This design comes from an exercise in tuning for small area, a short achievable clock period and few clock cycles on the open sky130 flow, not from production work.
Only the layout flow was run in this run; the RTL was not checked for function there.
No activity file was given, so power comes from the tool's default toggle rates.

### flow/design.v
package sys_array_pkg;
  localparam int unsigned DefaultRow  = 4;
  localparam int unsigned DefaultCol  = 4;
  localparam int unsigned DefaultEs   = 8;
  localparam int unsigned DefaultKMax = 64;
endpackage
module pe_mac #(
  parameter int unsigned ES    = 8,
  parameter int unsigned ACC_W = 22
) (
  input  logic             clk,
  input  logic             i_clr,
  input  logic             i_signed,
  input  logic [ES-1:0]    i_a,
  input  logic [ES-1:0]    i_b,
  output logic [ACC_W-1:0] o_acc
);
  logic [ACC_W-1:0] r_acc;
  logic [ACC_W-1:0] w_acc_q;
  logic w_pp_0_0;
  logic w_pp_0_1;
  logic w_pp_0_2;
  logic w_pp_0_3;
  logic w_pp_0_4;
  logic w_pp_0_5;
  logic w_pp_0_6;
  logic w_pp_0_7;
  logic w_pp_1_0;
  logic w_pp_1_1;
  logic w_pp_1_2;
  logic w_pp_1_3;
  logic w_pp_1_4;
  logic w_pp_1_5;
  logic w_pp_1_6;
  logic w_pp_1_7;
  logic w_pp_2_0;
  logic w_pp_2_1;
  logic w_pp_2_2;
  logic w_pp_2_3;
  logic w_pp_2_4;
  logic w_pp_2_5;
  logic w_pp_2_6;
  logic w_pp_2_7;
  logic w_pp_3_0;
  logic w_pp_3_1;
  logic w_pp_3_2;
  logic w_pp_3_3;
  logic w_pp_3_4;
  logic w_pp_3_5;
  logic w_pp_3_6;
  logic w_pp_3_7;
  logic w_pp_4_0;
  logic w_pp_4_1;
  logic w_pp_4_2;
  logic w_pp_4_3;
  logic w_pp_4_4;
  logic w_pp_4_5;
  logic w_pp_4_6;
  logic w_pp_4_7;
  logic w_pp_5_0;
  logic w_pp_5_1;
  logic w_pp_5_2;
  logic w_pp_5_3;
  logic w_pp_5_4;
  logic w_pp_5_5;
  logic w_pp_5_6;
  logic w_pp_5_7;
  logic w_pp_6_0;
  logic w_pp_6_1;
  logic w_pp_6_2;
  logic w_pp_6_3;
  logic w_pp_6_4;
  logic w_pp_6_5;
  logic w_pp_6_6;
  logic w_pp_6_7;
  logic w_pp_7_0;
  logic w_pp_7_1;
  logic w_pp_7_2;
  logic w_pp_7_3;
  logic w_pp_7_4;
  logic w_pp_7_5;
  logic w_pp_7_6;
  logic w_pp_7_7;
  logic w_s1, w_c2;
  logic w_s3, w_c4;
  logic w_s5, w_c6;
  logic w_s7, w_c8;
  logic w_s9, w_c10;
  logic w_s11, w_c12;
  logic w_s13, w_c14;
  logic w_s15, w_c16;
  logic w_s17, w_c18;
  logic w_s19, w_c20;
  logic w_s21, w_c22;
  logic w_s23, w_c24;
  logic w_s25, w_c26;
  logic w_s27, w_c28;
  logic w_s29, w_c30;
  logic w_s31, w_c32;
  logic w_s33, w_c34;
  logic w_s35, w_c36;
  logic w_s37, w_c38;
  logic w_s39, w_c40;
  logic w_s41, w_c42;
  logic w_s43, w_c44;
  logic w_s45, w_c46;
  logic w_s47, w_c48;
  logic w_s49, w_c50;
  logic w_s51, w_c52;
  logic w_s53, w_c54;
  logic w_s55, w_c56;
  logic w_s57, w_c58;
  logic w_s59, w_c60;
  logic w_s61, w_c62;
  logic w_s63, w_c64;
  logic w_s65, w_c66;
  logic w_s67, w_c68;
  logic w_s69, w_c70;
  logic w_s71, w_c72;
  logic w_s73, w_c74;
  logic w_s75, w_c76;
  logic w_s77, w_c78;
  logic w_s79, w_c80;
  logic w_s81, w_c82;
  logic w_s83, w_c84;
  logic w_s85, w_c86;
  logic w_s87, w_c88;
  logic w_s89, w_c90;
  logic w_s91, w_c92;
  logic w_s93, w_c94;
  logic w_s95, w_c96;
  logic w_s97, w_c98;
  logic w_s99, w_c100;
  logic w_s101, w_c102;
  logic w_s103, w_c104;
  logic w_s105, w_c106;
  logic w_s107, w_c108;
  logic w_s109, w_c110;
  logic w_s111, w_c112;
  logic w_s113, w_c114;
  logic w_s115, w_c116;
  logic w_s117, w_c118;
  logic w_s119, w_c120;
  logic w_s121, w_c122;
  logic w_s123, w_c124;
  logic w_s125, w_c126;
  logic [ACC_W-1:0] w_sum;
  logic w_g127, w_p128;
  logic w_g129, w_p130;
  logic w_g131, w_p132;
  logic w_g133, w_p134;
  logic w_g135, w_p136;
  logic w_g137, w_p138;
  logic w_g139, w_p140;
  logic w_g141, w_p142;
  logic w_g143, w_p144;
  logic w_g145, w_p146;
  logic w_g147, w_p148;
  logic w_g149, w_p150;
  logic w_g151, w_p152;
  logic w_g153, w_p154;
  logic w_g155, w_p156;
  logic w_g157, w_p158;
  logic w_gg159;
  logic w_gg160;
  logic w_pp161;
  logic w_gg162;
  logic w_pp163;
  logic w_gg164;
  logic w_pp165;
  logic w_gg166;
  logic w_pp167;
  logic w_gg168;
  logic w_pp169;
  logic w_gg170;
  logic w_pp171;
  logic w_gg172;
  logic w_pp173;
  logic w_gg174;
  logic w_pp175;
  logic w_gg176;
  logic w_pp177;
  logic w_gg178;
  logic w_pp179;
  logic w_gg180;
  logic w_pp181;
  logic w_gg182;
  logic w_pp183;
  logic w_gg184;
  logic w_pp185;
  logic w_gg186;
  logic w_pp187;
  logic w_gg188;
  logic w_gg189;
  logic w_gg190;
  logic w_pp191;
  logic w_gg192;
  logic w_pp193;
  logic w_gg194;
  logic w_pp195;
  logic w_gg196;
  logic w_pp197;
  logic w_gg198;
  logic w_pp199;
  logic w_gg200;
  logic w_pp201;
  logic w_gg202;
  logic w_pp203;
  logic w_gg204;
  logic w_pp205;
  logic w_gg206;
  logic w_pp207;
  logic w_gg208;
  logic w_pp209;
  logic w_gg210;
  logic w_pp211;
  logic w_gg212;
  logic w_pp213;
  logic w_gg214;
  logic w_gg215;
  logic w_gg216;
  logic w_gg217;
  logic w_gg218;
  logic w_pp219;
  logic w_gg220;
  logic w_pp221;
  logic w_gg222;
  logic w_pp223;
  logic w_gg224;
  logic w_pp225;
  logic w_gg226;
  logic w_pp227;
  logic w_gg228;
  logic w_pp229;
  logic w_gg230;
  logic w_pp231;
  logic w_gg232;
  logic w_pp233;
  logic w_gg234;
  logic w_gg235;
  logic w_gg236;
  logic w_gg237;
  logic w_gg238;
  logic w_gg239;
  logic w_gg240;
  logic w_gg241;
  logic w_sm242;
  logic w_sm243;
  logic w_sm244;
  logic w_sm245;
  logic w_sm246;
  logic w_sm247;
  logic w_sm248;
  logic w_sm249;
  logic w_sm250;
  logic w_sm251;
  logic w_sm252;
  logic w_sm253;
  logic w_sm254;
  logic w_sm255;
  logic w_sm256;
  logic w_sm257;
  logic [5:0] w_hi0, w_hi1;
  assign w_acc_q = i_clr ? '0 : r_acc;
  assign w_pp_0_0 = i_a[0] & i_b[0];
  assign w_pp_0_1 = i_a[0] & i_b[1];
  assign w_pp_0_2 = i_a[0] & i_b[2];
  assign w_pp_0_3 = i_a[0] & i_b[3];
  assign w_pp_0_4 = i_a[0] & i_b[4];
  assign w_pp_0_5 = i_a[0] & i_b[5];
  assign w_pp_0_6 = i_a[0] & i_b[6];
  assign w_pp_0_7 = (i_a[0] & i_b[7]) ^ i_signed;
  assign w_pp_1_0 = i_a[1] & i_b[0];
  assign w_pp_1_1 = i_a[1] & i_b[1];
  assign w_pp_1_2 = i_a[1] & i_b[2];
  assign w_pp_1_3 = i_a[1] & i_b[3];
  assign w_pp_1_4 = i_a[1] & i_b[4];
  assign w_pp_1_5 = i_a[1] & i_b[5];
  assign w_pp_1_6 = i_a[1] & i_b[6];
  assign w_pp_1_7 = (i_a[1] & i_b[7]) ^ i_signed;
  assign w_pp_2_0 = i_a[2] & i_b[0];
  assign w_pp_2_1 = i_a[2] & i_b[1];
  assign w_pp_2_2 = i_a[2] & i_b[2];
  assign w_pp_2_3 = i_a[2] & i_b[3];
  assign w_pp_2_4 = i_a[2] & i_b[4];
  assign w_pp_2_5 = i_a[2] & i_b[5];
  assign w_pp_2_6 = i_a[2] & i_b[6];
  assign w_pp_2_7 = (i_a[2] & i_b[7]) ^ i_signed;
  assign w_pp_3_0 = i_a[3] & i_b[0];
  assign w_pp_3_1 = i_a[3] & i_b[1];
  assign w_pp_3_2 = i_a[3] & i_b[2];
  assign w_pp_3_3 = i_a[3] & i_b[3];
  assign w_pp_3_4 = i_a[3] & i_b[4];
  assign w_pp_3_5 = i_a[3] & i_b[5];
  assign w_pp_3_6 = i_a[3] & i_b[6];
  assign w_pp_3_7 = (i_a[3] & i_b[7]) ^ i_signed;
  assign w_pp_4_0 = i_a[4] & i_b[0];
  assign w_pp_4_1 = i_a[4] & i_b[1];
  assign w_pp_4_2 = i_a[4] & i_b[2];
  assign w_pp_4_3 = i_a[4] & i_b[3];
  assign w_pp_4_4 = i_a[4] & i_b[4];
  assign w_pp_4_5 = i_a[4] & i_b[5];
  assign w_pp_4_6 = i_a[4] & i_b[6];
  assign w_pp_4_7 = (i_a[4] & i_b[7]) ^ i_signed;
  assign w_pp_5_0 = i_a[5] & i_b[0];
  assign w_pp_5_1 = i_a[5] & i_b[1];
  assign w_pp_5_2 = i_a[5] & i_b[2];
  assign w_pp_5_3 = i_a[5] & i_b[3];
  assign w_pp_5_4 = i_a[5] & i_b[4];
  assign w_pp_5_5 = i_a[5] & i_b[5];
  assign w_pp_5_6 = i_a[5] & i_b[6];
  assign w_pp_5_7 = (i_a[5] & i_b[7]) ^ i_signed;
  assign w_pp_6_0 = i_a[6] & i_b[0];
  assign w_pp_6_1 = i_a[6] & i_b[1];
  assign w_pp_6_2 = i_a[6] & i_b[2];
  assign w_pp_6_3 = i_a[6] & i_b[3];
  assign w_pp_6_4 = i_a[6] & i_b[4];
  assign w_pp_6_5 = i_a[6] & i_b[5];
  assign w_pp_6_6 = i_a[6] & i_b[6];
  assign w_pp_6_7 = (i_a[6] & i_b[7]) ^ i_signed;
  assign w_pp_7_0 = (i_a[7] & i_b[0]) ^ i_signed;
  assign w_pp_7_1 = (i_a[7] & i_b[1]) ^ i_signed;
  assign w_pp_7_2 = (i_a[7] & i_b[2]) ^ i_signed;
  assign w_pp_7_3 = (i_a[7] & i_b[3]) ^ i_signed;
  assign w_pp_7_4 = (i_a[7] & i_b[4]) ^ i_signed;
  assign w_pp_7_5 = (i_a[7] & i_b[5]) ^ i_signed;
  assign w_pp_7_6 = (i_a[7] & i_b[6]) ^ i_signed;
  assign w_pp_7_7 = i_a[7] & i_b[7];
  assign w_s1 = w_pp_0_5 ^ w_pp_1_4;
  assign w_c2 = w_pp_0_5 & w_pp_1_4;
  assign w_s3 = w_pp_0_6 ^ w_pp_1_5 ^ w_pp_2_4;
  assign w_c4 = (w_pp_0_6 & w_pp_1_5) | (w_pp_0_6 & w_pp_2_4) | (w_pp_1_5 & w_pp_2_4);
  assign w_s5 = w_pp_3_3 ^ w_pp_4_2;
  assign w_c6 = w_pp_3_3 & w_pp_4_2;
  assign w_s7 = w_pp_1_6 ^ w_pp_2_5 ^ w_pp_3_4;
  assign w_c8 = (w_pp_1_6 & w_pp_2_5) | (w_pp_1_6 & w_pp_3_4) | (w_pp_2_5 & w_pp_3_4);
  assign w_s9 = w_pp_4_3 ^ w_pp_5_2 ^ w_pp_6_1;
  assign w_c10 = (w_pp_4_3 & w_pp_5_2) | (w_pp_4_3 & w_pp_6_1) | (w_pp_5_2 & w_pp_6_1);
  assign w_s11 = w_pp_0_7 ^ w_pp_7_0;
  assign w_c12 = w_pp_0_7 & w_pp_7_0;
  assign w_s13 = w_pp_2_6 ^ w_pp_3_5 ^ w_pp_4_4;
  assign w_c14 = (w_pp_2_6 & w_pp_3_5) | (w_pp_2_6 & w_pp_4_4) | (w_pp_3_5 & w_pp_4_4);
  assign w_s15 = w_pp_5_3 ^ w_pp_6_2 ^ i_signed;
  assign w_c16 = (w_pp_5_3 & w_pp_6_2) | (w_pp_5_3 & i_signed) | (w_pp_6_2 & i_signed);
  assign w_s17 = w_pp_1_7 ^ w_pp_7_1 ^ w_acc_q[8];
  assign w_c18 = (w_pp_1_7 & w_pp_7_1) | (w_pp_1_7 & w_acc_q[8]) | (w_pp_7_1 & w_acc_q[8]);
  assign w_s19 = w_pp_3_6 ^ w_pp_4_5 ^ w_pp_5_4;
  assign w_c20 = (w_pp_3_6 & w_pp_4_5) | (w_pp_3_6 & w_pp_5_4) | (w_pp_4_5 & w_pp_5_4);
  assign w_s21 = w_pp_6_3 ^ w_pp_2_7 ^ w_pp_7_2;
  assign w_c22 = (w_pp_6_3 & w_pp_2_7) | (w_pp_6_3 & w_pp_7_2) | (w_pp_2_7 & w_pp_7_2);
  assign w_s23 = w_pp_4_6 ^ w_pp_5_5 ^ w_pp_6_4;
  assign w_c24 = (w_pp_4_6 & w_pp_5_5) | (w_pp_4_6 & w_pp_6_4) | (w_pp_5_5 & w_pp_6_4);
  assign w_s25 = w_pp_0_3 ^ w_pp_1_2;
  assign w_c26 = w_pp_0_3 & w_pp_1_2;
  assign w_s27 = w_pp_0_4 ^ w_pp_1_3 ^ w_pp_2_2;
  assign w_c28 = (w_pp_0_4 & w_pp_1_3) | (w_pp_0_4 & w_pp_2_2) | (w_pp_1_3 & w_pp_2_2);
  assign w_s29 = w_pp_3_1 ^ w_pp_4_0;
  assign w_c30 = w_pp_3_1 & w_pp_4_0;
  assign w_s31 = w_pp_2_3 ^ w_pp_3_2 ^ w_pp_4_1;
  assign w_c32 = (w_pp_2_3 & w_pp_3_2) | (w_pp_2_3 & w_pp_4_1) | (w_pp_3_2 & w_pp_4_1);
  assign w_s33 = w_pp_5_0 ^ w_s1 ^ w_acc_q[5];
  assign w_c34 = (w_pp_5_0 & w_s1) | (w_pp_5_0 & w_acc_q[5]) | (w_s1 & w_acc_q[5]);
  assign w_s35 = w_pp_5_1 ^ w_pp_6_0 ^ w_c2;
  assign w_c36 = (w_pp_5_1 & w_pp_6_0) | (w_pp_5_1 & w_c2) | (w_pp_6_0 & w_c2);
  assign w_s37 = w_s5 ^ w_acc_q[6] ^ w_s3;
  assign w_c38 = (w_s5 & w_acc_q[6]) | (w_s5 & w_s3) | (w_acc_q[6] & w_s3);
  assign w_s39 = w_c6 ^ w_c4 ^ w_acc_q[7];
  assign w_c40 = (w_c6 & w_c4) | (w_c6 & w_acc_q[7]) | (w_c4 & w_acc_q[7]);
  assign w_s41 = w_s7 ^ w_s9 ^ w_s11;
  assign w_c42 = (w_s7 & w_s9) | (w_s7 & w_s11) | (w_s9 & w_s11);
  assign w_s43 = w_c8 ^ w_c10 ^ w_s13;
  assign w_c44 = (w_c8 & w_c10) | (w_c8 & w_s13) | (w_c10 & w_s13);
  assign w_s45 = w_c12 ^ w_s15 ^ w_s17;
  assign w_c46 = (w_c12 & w_s15) | (w_c12 & w_s17) | (w_s15 & w_s17);
  assign w_s47 = w_c14 ^ w_acc_q[9] ^ w_s19;
  assign w_c48 = (w_c14 & w_acc_q[9]) | (w_c14 & w_s19) | (w_acc_q[9] & w_s19);
  assign w_s49 = w_c16 ^ w_c18 ^ w_s21;
  assign w_c50 = (w_c16 & w_c18) | (w_c16 & w_s21) | (w_c18 & w_s21);
  assign w_s51 = w_c20 ^ w_pp_3_7 ^ w_pp_7_3;
  assign w_c52 = (w_c20 & w_pp_3_7) | (w_c20 & w_pp_7_3) | (w_pp_3_7 & w_pp_7_3);
  assign w_s53 = w_acc_q[10] ^ w_s23 ^ w_c22;
  assign w_c54 = (w_acc_q[10] & w_s23) | (w_acc_q[10] & w_c22) | (w_s23 & w_c22);
  assign w_s55 = w_pp_5_6 ^ w_pp_6_5 ^ w_c24;
  assign w_c56 = (w_pp_5_6 & w_pp_6_5) | (w_pp_5_6 & w_c24) | (w_pp_6_5 & w_c24);
  assign w_s57 = w_pp_4_7 ^ w_pp_7_4 ^ w_acc_q[11];
  assign w_c58 = (w_pp_4_7 & w_pp_7_4) | (w_pp_4_7 & w_acc_q[11]) | (w_pp_7_4 & w_acc_q[11]);
  assign w_s59 = w_pp_6_6 ^ w_pp_5_7 ^ w_pp_7_5;
  assign w_c60 = (w_pp_6_6 & w_pp_5_7) | (w_pp_6_6 & w_pp_7_5) | (w_pp_5_7 & w_pp_7_5);
  assign w_s61 = w_pp_0_2 ^ w_pp_1_1;
  assign w_c62 = w_pp_0_2 & w_pp_1_1;
  assign w_s63 = w_pp_2_1 ^ w_pp_3_0 ^ w_s25;
  assign w_c64 = (w_pp_2_1 & w_pp_3_0) | (w_pp_2_1 & w_s25) | (w_pp_3_0 & w_s25);
  assign w_s65 = w_c26 ^ w_s29 ^ w_acc_q[4];
  assign w_c66 = (w_c26 & w_s29) | (w_c26 & w_acc_q[4]) | (w_s29 & w_acc_q[4]);
  assign w_s67 = w_c30 ^ w_c28 ^ w_s31;
  assign w_c68 = (w_c30 & w_c28) | (w_c30 & w_s31) | (w_c28 & w_s31);
  assign w_s69 = w_c32 ^ w_s35 ^ w_c34;
  assign w_c70 = (w_c32 & w_s35) | (w_c32 & w_c34) | (w_s35 & w_c34);
  assign w_s71 = w_c36 ^ w_c38 ^ w_s39;
  assign w_c72 = (w_c36 & w_c38) | (w_c36 & w_s39) | (w_c38 & w_s39);
  assign w_s73 = w_c40 ^ w_s43 ^ w_c42;
  assign w_c74 = (w_c40 & w_s43) | (w_c40 & w_c42) | (w_s43 & w_c42);
  assign w_s75 = w_c44 ^ w_s47 ^ w_c46;
  assign w_c76 = (w_c44 & w_s47) | (w_c44 & w_c46) | (w_s47 & w_c46);
  assign w_s77 = w_c48 ^ w_s51 ^ w_c50;
  assign w_c78 = (w_c48 & w_s51) | (w_c48 & w_c50) | (w_s51 & w_c50);
  assign w_s79 = w_c52 ^ w_s55 ^ w_s57;
  assign w_c80 = (w_c52 & w_s55) | (w_c52 & w_s57) | (w_s55 & w_s57);
  assign w_s81 = w_acc_q[12] ^ w_c56 ^ w_c58;
  assign w_c82 = (w_acc_q[12] & w_c56) | (w_acc_q[12] & w_c58) | (w_c56 & w_c58);
  assign w_s83 = w_pp_6_7 ^ w_pp_7_6 ^ w_acc_q[13];
  assign w_c84 = (w_pp_6_7 & w_pp_7_6) | (w_pp_6_7 & w_acc_q[13]) | (w_pp_7_6 & w_acc_q[13]);
  assign w_s85 = w_pp_0_1 ^ w_pp_1_0;
  assign w_c86 = w_pp_0_1 & w_pp_1_0;
  assign w_s87 = w_pp_2_0 ^ w_s61 ^ w_acc_q[2];
  assign w_c88 = (w_pp_2_0 & w_s61) | (w_pp_2_0 & w_acc_q[2]) | (w_s61 & w_acc_q[2]);
  assign w_s89 = w_c62 ^ w_acc_q[3] ^ w_s63;
  assign w_c90 = (w_c62 & w_acc_q[3]) | (w_c62 & w_s63) | (w_acc_q[3] & w_s63);
  assign w_s91 = w_s27 ^ w_c64 ^ w_s65;
  assign w_c92 = (w_s27 & w_c64) | (w_s27 & w_s65) | (w_c64 & w_s65);
  assign w_s93 = w_c66 ^ w_s33 ^ w_s67;
  assign w_c94 = (w_c66 & w_s33) | (w_c66 & w_s67) | (w_s33 & w_s67);
  assign w_s95 = w_c68 ^ w_s37 ^ w_s69;
  assign w_c96 = (w_c68 & w_s37) | (w_c68 & w_s69) | (w_s37 & w_s69);
  assign w_s97 = w_s41 ^ w_c70 ^ w_s71;
  assign w_c98 = (w_s41 & w_c70) | (w_s41 & w_s71) | (w_c70 & w_s71);
  assign w_s99 = w_c72 ^ w_s45 ^ w_s73;
  assign w_c100 = (w_c72 & w_s45) | (w_c72 & w_s73) | (w_s45 & w_s73);
  assign w_s101 = w_s49 ^ w_c74 ^ w_s75;
  assign w_c102 = (w_s49 & w_c74) | (w_s49 & w_s75) | (w_c74 & w_s75);
  assign w_s103 = w_s53 ^ w_c76 ^ w_s77;
  assign w_c104 = (w_s53 & w_c76) | (w_s53 & w_s77) | (w_c76 & w_s77);
  assign w_s105 = w_c54 ^ w_s79 ^ w_c78;
  assign w_c106 = (w_c54 & w_s79) | (w_c54 & w_c78) | (w_s79 & w_c78);
  assign w_s107 = w_s59 ^ w_c80 ^ w_s81;
  assign w_c108 = (w_s59 & w_c80) | (w_s59 & w_s81) | (w_c80 & w_s81);
  assign w_s109 = w_c60 ^ w_s83 ^ w_c82;
  assign w_c110 = (w_c60 & w_s83) | (w_c60 & w_c82) | (w_s83 & w_c82);
  assign w_s111 = w_pp_7_7 ^ w_acc_q[14] ^ w_c84;
  assign w_c112 = (w_pp_7_7 & w_acc_q[14]) | (w_pp_7_7 & w_c84) | (w_acc_q[14] & w_c84);
  assign w_s113 = i_signed ^ w_acc_q[15];
  assign w_c114 = i_signed & w_acc_q[15];
  assign w_s115 = i_signed ^ w_acc_q[16];
  assign w_c116 = i_signed & w_acc_q[16];
  assign w_s117 = i_signed ^ w_acc_q[17];
  assign w_c118 = i_signed & w_acc_q[17];
  assign w_s119 = i_signed ^ w_acc_q[18];
  assign w_c120 = i_signed & w_acc_q[18];
  assign w_s121 = i_signed ^ w_acc_q[19];
  assign w_c122 = i_signed & w_acc_q[19];
  assign w_s123 = i_signed ^ w_acc_q[20];
  assign w_c124 = i_signed & w_acc_q[20];
  assign w_s125 = i_signed ^ w_acc_q[21];
  assign w_c126 = i_signed & w_acc_q[21];
  assign w_g127 = w_pp_0_0 & w_acc_q[0];
  assign w_p128 = w_pp_0_0 ^ w_acc_q[0];
  assign w_g129 = w_acc_q[1] & w_s85;
  assign w_p130 = w_acc_q[1] ^ w_s85;
  assign w_g131 = w_c86 & w_s87;
  assign w_p132 = w_c86 ^ w_s87;
  assign w_g133 = w_c88 & w_s89;
  assign w_p134 = w_c88 ^ w_s89;
  assign w_g135 = w_c90 & w_s91;
  assign w_p136 = w_c90 ^ w_s91;
  assign w_g137 = w_c92 & w_s93;
  assign w_p138 = w_c92 ^ w_s93;
  assign w_g139 = w_c94 & w_s95;
  assign w_p140 = w_c94 ^ w_s95;
  assign w_g141 = w_c96 & w_s97;
  assign w_p142 = w_c96 ^ w_s97;
  assign w_g143 = w_c98 & w_s99;
  assign w_p144 = w_c98 ^ w_s99;
  assign w_g145 = w_c100 & w_s101;
  assign w_p146 = w_c100 ^ w_s101;
  assign w_g147 = w_c102 & w_s103;
  assign w_p148 = w_c102 ^ w_s103;
  assign w_g149 = w_c104 & w_s105;
  assign w_p150 = w_c104 ^ w_s105;
  assign w_g151 = w_c106 & w_s107;
  assign w_p152 = w_c106 ^ w_s107;
  assign w_g153 = w_c108 & w_s109;
  assign w_p154 = w_c108 ^ w_s109;
  assign w_g155 = w_c110 & w_s111;
  assign w_p156 = w_c110 ^ w_s111;
  assign w_g157 = w_c112 & w_s113;
  assign w_p158 = w_c112 ^ w_s113;
  assign w_gg159 = w_g129 | (w_p130 & w_g127);
  assign w_gg160 = w_g131 | (w_p132 & w_g129);
  assign w_pp161 = w_p132 & w_p130;
  assign w_gg162 = w_g133 | (w_p134 & w_g131);
  assign w_pp163 = w_p134 & w_p132;
  assign w_gg164 = w_g135 | (w_p136 & w_g133);
  assign w_pp165 = w_p136 & w_p134;
  assign w_gg166 = w_g137 | (w_p138 & w_g135);
  assign w_pp167 = w_p138 & w_p136;
  assign w_gg168 = w_g139 | (w_p140 & w_g137);
  assign w_pp169 = w_p140 & w_p138;
  assign w_gg170 = w_g141 | (w_p142 & w_g139);
  assign w_pp171 = w_p142 & w_p140;
  assign w_gg172 = w_g143 | (w_p144 & w_g141);
  assign w_pp173 = w_p144 & w_p142;
  assign w_gg174 = w_g145 | (w_p146 & w_g143);
  assign w_pp175 = w_p146 & w_p144;
  assign w_gg176 = w_g147 | (w_p148 & w_g145);
  assign w_pp177 = w_p148 & w_p146;
  assign w_gg178 = w_g149 | (w_p150 & w_g147);
  assign w_pp179 = w_p150 & w_p148;
  assign w_gg180 = w_g151 | (w_p152 & w_g149);
  assign w_pp181 = w_p152 & w_p150;
  assign w_gg182 = w_g153 | (w_p154 & w_g151);
  assign w_pp183 = w_p154 & w_p152;
  assign w_gg184 = w_g155 | (w_p156 & w_g153);
  assign w_pp185 = w_p156 & w_p154;
  assign w_gg186 = w_g157 | (w_p158 & w_g155);
  assign w_pp187 = w_p158 & w_p156;
  assign w_gg188 = w_gg160 | (w_pp161 & w_g127);
  assign w_gg189 = w_gg162 | (w_pp163 & w_gg159);
  assign w_gg190 = w_gg164 | (w_pp165 & w_gg160);
  assign w_pp191 = w_pp165 & w_pp161;
  assign w_gg192 = w_gg166 | (w_pp167 & w_gg162);
  assign w_pp193 = w_pp167 & w_pp163;
  assign w_gg194 = w_gg168 | (w_pp169 & w_gg164);
  assign w_pp195 = w_pp169 & w_pp165;
  assign w_gg196 = w_gg170 | (w_pp171 & w_gg166);
  assign w_pp197 = w_pp171 & w_pp167;
  assign w_gg198 = w_gg172 | (w_pp173 & w_gg168);
  assign w_pp199 = w_pp173 & w_pp169;
  assign w_gg200 = w_gg174 | (w_pp175 & w_gg170);
  assign w_pp201 = w_pp175 & w_pp171;
  assign w_gg202 = w_gg176 | (w_pp177 & w_gg172);
  assign w_pp203 = w_pp177 & w_pp173;
  assign w_gg204 = w_gg178 | (w_pp179 & w_gg174);
  assign w_pp205 = w_pp179 & w_pp175;
  assign w_gg206 = w_gg180 | (w_pp181 & w_gg176);
  assign w_pp207 = w_pp181 & w_pp177;
  assign w_gg208 = w_gg182 | (w_pp183 & w_gg178);
  assign w_pp209 = w_pp183 & w_pp179;
  assign w_gg210 = w_gg184 | (w_pp185 & w_gg180);
  assign w_pp211 = w_pp185 & w_pp181;
  assign w_gg212 = w_gg186 | (w_pp187 & w_gg182);
  assign w_pp213 = w_pp187 & w_pp183;
  assign w_gg214 = w_gg190 | (w_pp191 & w_g127);
  assign w_gg215 = w_gg192 | (w_pp193 & w_gg159);
  assign w_gg216 = w_gg194 | (w_pp195 & w_gg188);
  assign w_gg217 = w_gg196 | (w_pp197 & w_gg189);
  assign w_gg218 = w_gg198 | (w_pp199 & w_gg190);
  assign w_pp219 = w_pp199 & w_pp191;
  assign w_gg220 = w_gg200 | (w_pp201 & w_gg192);
  assign w_pp221 = w_pp201 & w_pp193;
  assign w_gg222 = w_gg202 | (w_pp203 & w_gg194);
  assign w_pp223 = w_pp203 & w_pp195;
  assign w_gg224 = w_gg204 | (w_pp205 & w_gg196);
  assign w_pp225 = w_pp205 & w_pp197;
  assign w_gg226 = w_gg206 | (w_pp207 & w_gg198);
  assign w_pp227 = w_pp207 & w_pp199;
  assign w_gg228 = w_gg208 | (w_pp209 & w_gg200);
  assign w_pp229 = w_pp209 & w_pp201;
  assign w_gg230 = w_gg210 | (w_pp211 & w_gg202);
  assign w_pp231 = w_pp211 & w_pp203;
  assign w_gg232 = w_gg212 | (w_pp213 & w_gg204);
  assign w_pp233 = w_pp213 & w_pp205;
  assign w_gg234 = w_gg218 | (w_pp219 & w_g127);
  assign w_gg235 = w_gg220 | (w_pp221 & w_gg159);
  assign w_gg236 = w_gg222 | (w_pp223 & w_gg188);
  assign w_gg237 = w_gg224 | (w_pp225 & w_gg189);
  assign w_gg238 = w_gg226 | (w_pp227 & w_gg214);
  assign w_gg239 = w_gg228 | (w_pp229 & w_gg215);
  assign w_gg240 = w_gg230 | (w_pp231 & w_gg216);
  assign w_gg241 = w_gg232 | (w_pp233 & w_gg217);
  assign w_sm242 = w_p128 ^ 1'b0;
  assign w_sm243 = w_p130 ^ w_g127;
  assign w_sm244 = w_p132 ^ w_gg159;
  assign w_sm245 = w_p134 ^ w_gg188;
  assign w_sm246 = w_p136 ^ w_gg189;
  assign w_sm247 = w_p138 ^ w_gg214;
  assign w_sm248 = w_p140 ^ w_gg215;
  assign w_sm249 = w_p142 ^ w_gg216;
  assign w_sm250 = w_p144 ^ w_gg217;
  assign w_sm251 = w_p146 ^ w_gg234;
  assign w_sm252 = w_p148 ^ w_gg235;
  assign w_sm253 = w_p150 ^ w_gg236;
  assign w_sm254 = w_p152 ^ w_gg237;
  assign w_sm255 = w_p154 ^ w_gg238;
  assign w_sm256 = w_p156 ^ w_gg239;
  assign w_sm257 = w_p158 ^ w_gg240;
  assign w_sum[15:0] = {w_sm257, w_sm256, w_sm255, w_sm254, w_sm253, w_sm252, w_sm251, w_sm250, w_sm249, w_sm248, w_sm247, w_sm246, w_sm245, w_sm244, w_sm243, w_sm242};
  assign w_hi0 = {w_c124, w_c122, w_c120, w_c118, w_c116, w_c114} + {w_s125, w_s123, w_s121, w_s119, w_s117, w_s115};
  assign w_hi1 = {w_c124, w_c122, w_c120, w_c118, w_c116, w_c114} + {w_s125, w_s123, w_s121, w_s119, w_s117, w_s115} + 1'b1;
  assign w_sum[21:16] = w_gg241 ? w_hi1 : w_hi0;
  always_ff @(posedge clk) begin
    r_acc <= w_sum;
  end
  assign o_acc = r_acc;
endmodule
module systolic_array_os #(
  parameter int unsigned ROW   = sys_array_pkg::DefaultRow,
  parameter int unsigned COL   = sys_array_pkg::DefaultCol,
  parameter int unsigned ES    = sys_array_pkg::DefaultEs,
  parameter int unsigned K_MAX = sys_array_pkg::DefaultKMax,
  parameter int unsigned ACC_W = 2 * ES + $clog2(K_MAX)
) (
  input  logic                         clk,
  input  logic                         rst_n,
  input  logic                         start,
  input  logic [$clog2(K_MAX+1)-1:0]   k_len,
  input  logic                         signed_mode,
  input  logic                         in_vld,
  output logic                         in_rdy,
  input  logic [ROW*ES-1:0]            a_vec,
  input  logic [COL*ES-1:0]            b_vec,
  output logic                         out_vld,
  input  logic                         out_rdy,
  output logic [COL*ACC_W-1:0]         out_row,
  output logic [$clog2(ROW)-1:0]       out_row_idx,
  output logic                         out_last,
  output logic                         busy,
  output logic                         done
);
  localparam int unsigned KW = $clog2(K_MAX + 1);
  localparam int unsigned RW = $clog2(ROW);
  logic          r_feed;       
  logic          r_zero;       
  logic          r_first;      
  logic [KW-1:0] r_k_rem;      
  logic          r_signed;
  logic [ES-1:0] r_a [ROW];
  logic [ES-1:0] r_b [COL];
  logic          r_clr;        
  logic          r_last;       
  logic          r_out_vld;
  logic [RW-1:0] r_row;
  logic          r_row_last;   
  logic [ROW-1:0] r_row_sel;   
  logic          r_rdy_any;    
  logic          r_rdy_last;   
  logic [KW-1:0]    w_k_clamp;
  logic             w_start, w_acc_free, w_in_rdy, w_fire, w_issue, w_xfer;
  logic             w_feed_d, w_zero_d, w_first_d, w_last_d, w_out_vld_d, w_row_last_d;
  logic [RW-1:0]    w_row_d;
  logic [ACC_W-1:0] w_acc [ROW][COL];
  assign w_k_clamp = (k_len > KW'(K_MAX)) ? KW'(K_MAX) : k_len;
  assign w_start   = start & ~busy;
  assign w_xfer    = r_out_vld & out_rdy;
  assign w_acc_free = ~r_last & (~r_out_vld | (r_row_last & out_rdy));
  assign w_in_rdy   = r_rdy_any | (r_rdy_last & out_rdy);
  assign w_fire     = in_vld & w_in_rdy;
  assign w_issue    = w_fire | (r_zero & w_acc_free);
  always_comb begin
    w_feed_d  = r_feed;
    w_zero_d  = r_zero;
    w_first_d = r_first;
    if (w_start) begin
      w_feed_d  = (w_k_clamp != '0);
      w_zero_d  = (w_k_clamp == '0);
      w_first_d = 1'b1;
    end else begin
      if (w_fire) begin
        w_first_d = 1'b0;
        if (r_k_rem == KW'(1)) w_feed_d = 1'b0;
      end
      if (r_zero && w_acc_free) w_zero_d = 1'b0;
    end
    w_last_d     = w_issue & (r_zero | (r_k_rem == KW'(1)));
    w_out_vld_d  = r_out_vld;
    w_row_d      = r_row;
    w_row_last_d = r_row_last;
    if (r_last) begin
      w_out_vld_d  = 1'b1;
      w_row_d      = '0;
      w_row_last_d = 1'b0;
    end else if (w_xfer) begin
      w_out_vld_d  = ~r_row_last;
      w_row_d      = r_row + RW'(1);
      w_row_last_d = (r_row == RW'(ROW - 2));
    end
  end
  always_ff @(posedge clk) begin
    if (!rst_n) begin
      r_feed     <= 1'b0;
      r_zero     <= 1'b0;
      r_first    <= 1'b0;
      r_clr      <= 1'b0;
      r_last     <= 1'b0;
      r_out_vld  <= 1'b0;
      r_row      <= '0;
      r_row_last <= 1'b0;
      r_row_sel  <= '0;
      r_rdy_any  <= 1'b0;
      r_rdy_last <= 1'b0;
    end else begin
      r_feed     <= w_feed_d;
      r_zero     <= w_zero_d;
      r_first    <= w_first_d;
      r_clr      <= w_issue & (r_first | r_zero);
      r_last     <= w_last_d;
      r_out_vld  <= w_out_vld_d;
      r_row      <= w_row_d;
      r_row_last <= w_row_last_d;
      for (int r = 0; r < ROW; r++) r_row_sel[r] <= w_out_vld_d & (w_row_d == RW'(r));
      r_rdy_any  <= w_feed_d & (~w_first_d | (~w_last_d & ~w_out_vld_d));
      r_rdy_last <= w_feed_d & w_first_d & ~w_last_d & w_row_last_d;
    end
  end
  always_ff @(posedge clk) begin
    if (w_start) begin
      r_k_rem  <= w_k_clamp;
      r_signed <= signed_mode;
    end else if (w_fire) begin
      r_k_rem <= r_k_rem - KW'(1);
    end
  end
  always_ff @(posedge clk) begin
    for (int r = 0; r < ROW; r++) r_a[r] <= w_fire ? a_vec[r*ES +: ES] : '0;
    for (int c = 0; c < COL; c++) r_b[c] <= b_vec[c*ES +: ES];
  end
  for (genvar gr = 0; gr < ROW; gr++) begin : g_row
    for (genvar gc = 0; gc < COL; gc++) begin : g_col
      pe_mac #(
        .ES   (ES),
        .ACC_W(ACC_W)
      ) u_pe (
        .clk     (clk),
        .i_clr   (r_clr),
        .i_signed(r_signed),
        .i_a     (r_a[gr]),
        .i_b     (r_b[gc]),
        .o_acc   (w_acc[gr][gc])
      );
    end
  end
  always_comb begin
    out_row = '0;
    for (int r = 0; r < ROW; r++)
      for (int c = 0; c < COL; c++)
        out_row[c*ACC_W +: ACC_W] = out_row[c*ACC_W +: ACC_W] | (w_acc[r][c] & {ACC_W{r_row_sel[r]}});
  end
  assign in_rdy      = w_in_rdy;
  assign out_vld     = r_out_vld;
  assign out_row_idx = r_row;
  assign out_last    = r_row_last;
  assign busy        = r_feed | r_zero;
  assign done        = r_row_last & out_rdy;
endmodule
### flow/flow/run.sh
#!/bin/bash
# Standard ORFS layout with three changes:
#  - synthesis skips Yosys's early "abc -fast", so full adders are extracted from the
#    RTL's own adder expressions (no inverters between adder cells); registers are
#    unchanged,
#  - ports are buffered with buf_2 instead of a delay buffer,
#  - repair_timing aims at a tighter setup margin.
set -u
sed -e 's/synth -nofsm -noshare/synth -nofsm -noshare -noabc/' synth_recipe.tcl > synth_noabc.tcl
bash standard.sh SYNTH_SCRIPT=$PWD/synth_noabc.tcl SETUP_SLACK_MARGIN=5.3 \
  "BUFFER_PORTS_ARGS=-buffer_cell sky130_fd_sc_hd__buf_2" finish > standard.log 2>&1
### flow/standard.sh
#!/bin/bash
# synth_recipe.tcl (not shown) runs the flow's synth.tcl, then flattens the netlist and writes it again
# the make line also repeats each setting of config.mk as NAME=value (left out here)
make -C /OpenROAD-flow-scripts/flow DESIGN_CONFIG=/design/flow/config.mk WORK_HOME=/design/flow/orfs CLKGATE_MAP_FILE= SYNTH_SCRIPT=/design/flow/synth_recipe.tcl "${@:-finish}"
### flow/config.mk
export PLATFORM = sky130hd
export DESIGN_NAME = systolic_array_os
export DESIGN_NICKNAME = systolic_array_os
export VERILOG_FILES = /design/flow/design.v
export SDC_FILE = /design/flow/constraint.sdc
export NUM_CORES = 4
export LEC_CHECK = 0
export CAP_MARGIN = 20
export CORE_MARGIN = 2
export CORE_UTILIZATION = 60
export SLEW_MARGIN = 20
### flow/constraint.sdc
create_clock -name core_clock -period 10.0 [get_ports {clk}]
set_input_delay 2.0000 -clock core_clock [delete_from_list [all_inputs] [get_ports {clk}]]
set_output_delay 2.0000 -clock core_clock [all_outputs]
set_load 0.01 [all_outputs]
==> summary.txt <==
## metrics by stage
stage | setup WS, ns | hold slack [ns] | cells | power [µW] | cell area (µm²)
floorplan | 2.811 | 0.4412 | 5814 | 14680 | 58590
global placement | 4.391 | 0.4990 | 6997 | 17120 | 60140
detailed placement | 4.328 | 0.4817 | 6997 | 17350 | 60140
CTS | 5.193 | 0.5071 | 7146 | 19880 | 63200
global route | 5.135 | 0.5583 | 7219 | 22660 | 65120
finish | 5.221 | 0.5144 | 7221 | 20770 | 65130
## flip-flops by register name, indices dropped and copies added (netlist names), 2 cells and up
register	flops
r_a	32
r_row	2
r_row_sel	4
r_b	32
g_row.g_col.u_pe.r_acc	352
r_k_rem	7
## cells in the final DEF, fill, tap and decap left out, types with 67 or more instances in the layout
cell type                   Yosys  routed
sky130_fd_sc_hd__and2_1       821     821
sky130_fd_sc_hd__fa_1         816     768
sky130_fd_sc_hd__ha_1         563     491
sky130_fd_sc_hd__nand2_1      457     451
sky130_fd_sc_hd__dfxtp_1      431     414
sky130_fd_sc_hd__xnor2_1      486     408
sky130_fd_sc_hd__nor2b_1      377     376
sky130_fd_sc_hd__a21oi_1      225     197
sky130_fd_sc_hd__a22oi_1      179     179
sky130_fd_sc_hd__buf_2         25     170
sky130_fd_sc_hd__nor2_1       169     158
sky130_fd_sc_hd__a21o_1       108     107
sky130_fd_sc_hd__xor2_1        98      96
sky130_fd_sc_hd__buf_4          0      83
sky130_fd_sc_hd__inv_1         84      82
sky130_fd_sc_hd__o21ai_0       93      73
sky130_fd_sc_hd__clkbuf_16      0      67
## cell families after synthesis
family,synth area share [%]
AO/OA/AOI/OAI,11.06
flip-flops,15.61
buffers and inverters,2.704
AND/OR/NAND/NOR,20.09
multiplexers,0.3876
adder cells (fa/ha/maj),41.15
XOR/XNOR,9.002
## power by group through the flow
stage          registers (µW)  logic [µW]  clock network [µW]
2_1_floorplan            3020       11700                   0
3_3_place_gp             3320       13800                   0
3_5_place_dp             3310       14000                   0
4_1_cts                  3290       14400                2190
5_1_grt                  3350       17100                2260
6_report                 3280       15300                2150
## per-layer routing
metal  part of all wire [%]  up-vias
met5                      0        -
met2                     48     1304
li1                       -    19710
met3                    6.2      308
met4                    4.0        0
met1                     42    21940
## final cells by class
cell class | instances | area share (%)
Sequential cell | 439 | 13.70
Multi-Input combinational cell | 4974 | 75.12
Timing Repair Buffer | 361 | 5.331
Clock buffer | 83 | 2.571
Clock inverter | 24 | 0.3785
Inverter | 84 | 0.4841
Antenna cell | 2 | 0.007685
Tap cell | 1254 | 2.409
## what timing repair did
| action | in CTS | in global routing |
|---|---|---|
| gates cloned | 13 | 12 |
| hold endpoints to repair | 0 | 0 |
| setup endpoints to repair | 210 | 110 |
| pin swaps | 29 | 123 |
| setup buffers | 29 | 61 |
| resized for setup | 91 | 216 |
## worst paths after layout
kind / slack [ns] / depth (start not counted) / end
max: 5.22 / 14 / g_row[1].g_col[2].u_pe.r_acc[17]
min: 0.51 / 2 / r_clr
max reg2reg: 5.22 / 14 / g_row[1].g_col[2].u_pe.r_acc[17]
min reg2reg: 0.51 / 2 / r_clr
## tightest hold or removal path: stages (launching register included)
cell	delay, ns
sky130_fd_sc_hd__dfxtp_1	0.31
sky130_fd_sc_hd__nand2_1	0.06
sky130_fd_sc_hd__a21boi_0	0.09
==> results.toml <==
[outcome]
result_of_the_run = "no timing/DRC/antenna violations"

[finish]
fillers = 7342
register_area_um2 = 8922
post_route_cells_drive_above_1_share_pct = 14.12
multi_input_comb_area_um2 = 48920
flow.area_growth_from_synthesis_pct = 14.62
final_util_pct = 69.57
nets = 7373

[clock_network]
cts.reportedPaths.clkPinSlew_ns = 0.06
tritoncts_num_sinks = 439
ctsRootBufferMaster = "sky130_fd_sc_hd__clkbuf_16"
cts-htree-levels = 2
clock_insertion_delay_worst_skew_ns = 0.68
hold_buffers = 0
numCtsBuffers = 57
tritoncts_clock_tree = "yes"
ctsLongestPathBuffers = 3

[global_routing]
grt_pass1_wl_um = 257500
grt_antenna_before_repair = 5
grt_remaining_overflow = 0
grt.met2_usage_pct = 56.63
number_of_global_route_vias_before_repair = 45410
grt.met3_usage_pct = 4.572
groute.layer.met1.usage_pct = 45.11
overall_global_routing_usage_pct = 33.77
grt_busiest_layer = "met2"
grt_max_degree = 62

[timing]
period_minus_slack_ns = 4.779
timing.final.hold_violations = 0
skew_ns = 0.03148
max-slew-margin-rel_pct = 36.53
rsz0062_at_grt = "yes"
worst-slew-pin-transition_ns = 0.9520
timing.final.max_slew_violations = 0
post-route-period-util_pct = 47.79
fmax_mhz = 209.3
fin_tns_setup_ns = 0
finalSetupViolations = 0

[flow_run]
max_cap_violations = 0

[synthesis]
ys_async_sr_fraction_pct = 0
synthTopCellsByArea = "sky130_fd_sc_hd__fa_1 29%, sky130_fd_sc_hd__dfxtp_1 15%, sky130_fd_sc_hd__ha_1 12%, sky130_fd_sc_hd__and2_1 9.0%, sky130_fd_sc_hd__xnor2_1 7.5%"
synth_ff_type = "sky130_fd_sc_hd__dfxtp_1"
netlist-cell-type-count = 83
most_frequent_cell_after_synthesis = "sky130_fd_sc_hd__and2_1"
synth_seq_cells = 439
synth_largest_type_area_fraction_pct = 28.75
yosys_warn_count = 7
synth_edf_count = 8
syn-cell-area_um2 = 56820
postSynthCellCount = 5814
synth_fp_nets = 7270
synth_sequential_area_ratio_pct = 15.61
synthTopCellsByCount = "821 x sky130_fd_sc_hd__and2_1, 816 x sky130_fd_sc_hd__fa_1, 563 x sky130_fd_sc_hd__ha_1, 486 x sky130_fd_sc_hd__xnor2_1, 457 x sky130_fd_sc_hd__nand2_1"
synthesis.area_per_instance_um2 = 9.773
synth_largest_area_cell = "sky130_fd_sc_hd__fa_1"

[place]
port_buffers = 171
place_hpwl_um = 109200
place.gp.congestion = 0.8889

[die]
die_area_um2 = 97180
chipHeight_um = 311.7
rows = 112
top_level_ports = 172
design.core.area_um2 = 93610
starting_density_of_the_core_pct = 60.70
fp.dieW_um = 311.7

[power]
switching_power_uw = 9366
power.ir.vdd_worst_v = 0.0002670
static-leakage-power_uw = 0.03033
pwr-share-clk_pct = 10.3
p_per_area_nw_per_um2 = 318.9
power_switching_share_pct = 45.10
combPwrFrac_pct = 73.8
power.share.sequential_pct = 15.8
cell_internal_pwr_uw = 11400

[route]
total_vias_in_the_final_route = 43260
drt_pass1_iterations = 6
finalWirelength_um = 166500
vias_per_cell = 5.991
drt-initial-drc-count = 2941
postRouteAntennaNets = 0
detail_route.wl_per_cell_um = 23.05
detail_route.drc_violations = 0

[critical_path]
highest_delay_cell_along_the_critical_path = "sky130_fd_sc_hd__or4b_4"
cp-start-kind = "register"
crit_path_max_incr_delay_ns = 0.58
crit_path_start = "r_signed"
timing.critical_path.cells = "buf_6 > buf_16 > buf_16 > xnor2_4 > fa_1 > fa_2 > fa_1 > fa_1 > ha_4 > nand3_2 > or4b_4 > a21oi_4 > o22a_4 > mux2_4"
cpLargestDelayFamily = "adder cells"
cp_most_frequent_cell = "sky130_fd_sc_hd__fa_1"
path_buf_inv = 3
path_max_fanout = 8
timing.setup.critical_path_class = "register to register"
setup.worst_path.end_class = "register"
cp.required_ns = 10.55
cp.arrival_ns = 5.33
rr_startpoint = "r_signed"

[min_path]
hold_path.startpoint = "r_first"
worst_hold_path_type = "register to register"

separate check: timing with driven ports:
Ports are ideal in the flow. The routed layout listed here was re-timed in OpenROAD. Step 1 (the two cells are an assumption about what drives the block):
set clk [get_ports {clk}]
set_driving_cell -lib_cell sky130_fd_sc_hd__clkbuf_16 $clk
set_driving_cell -lib_cell sky130_fd_sc_hd__buf_2 [delete_from_list [all_inputs] $clk]
Step 2 moves the port delays by t, midway between the first and last clock arrival at a register: inputs arrive t later, outputs are due t later. That takes back most of the time a late clock gives input paths. Slacks: ideal ports / drivers / drivers and shift; pairs: ideal ports / drivers.
t, ns: 0.741
setup slack, ns: 5.221 / 5.221 / 5.221
worst setup path at the end: register to register
clock arrival spread, ns: 0.034 / 0.034
worst register clock-pin slew, ns: 0.07 / 0.07
After both steps this run still meets setup and hold. For this run, drivers alone change the setup slack by 0.000 ns; drivers and shift together by 0.000 ns.
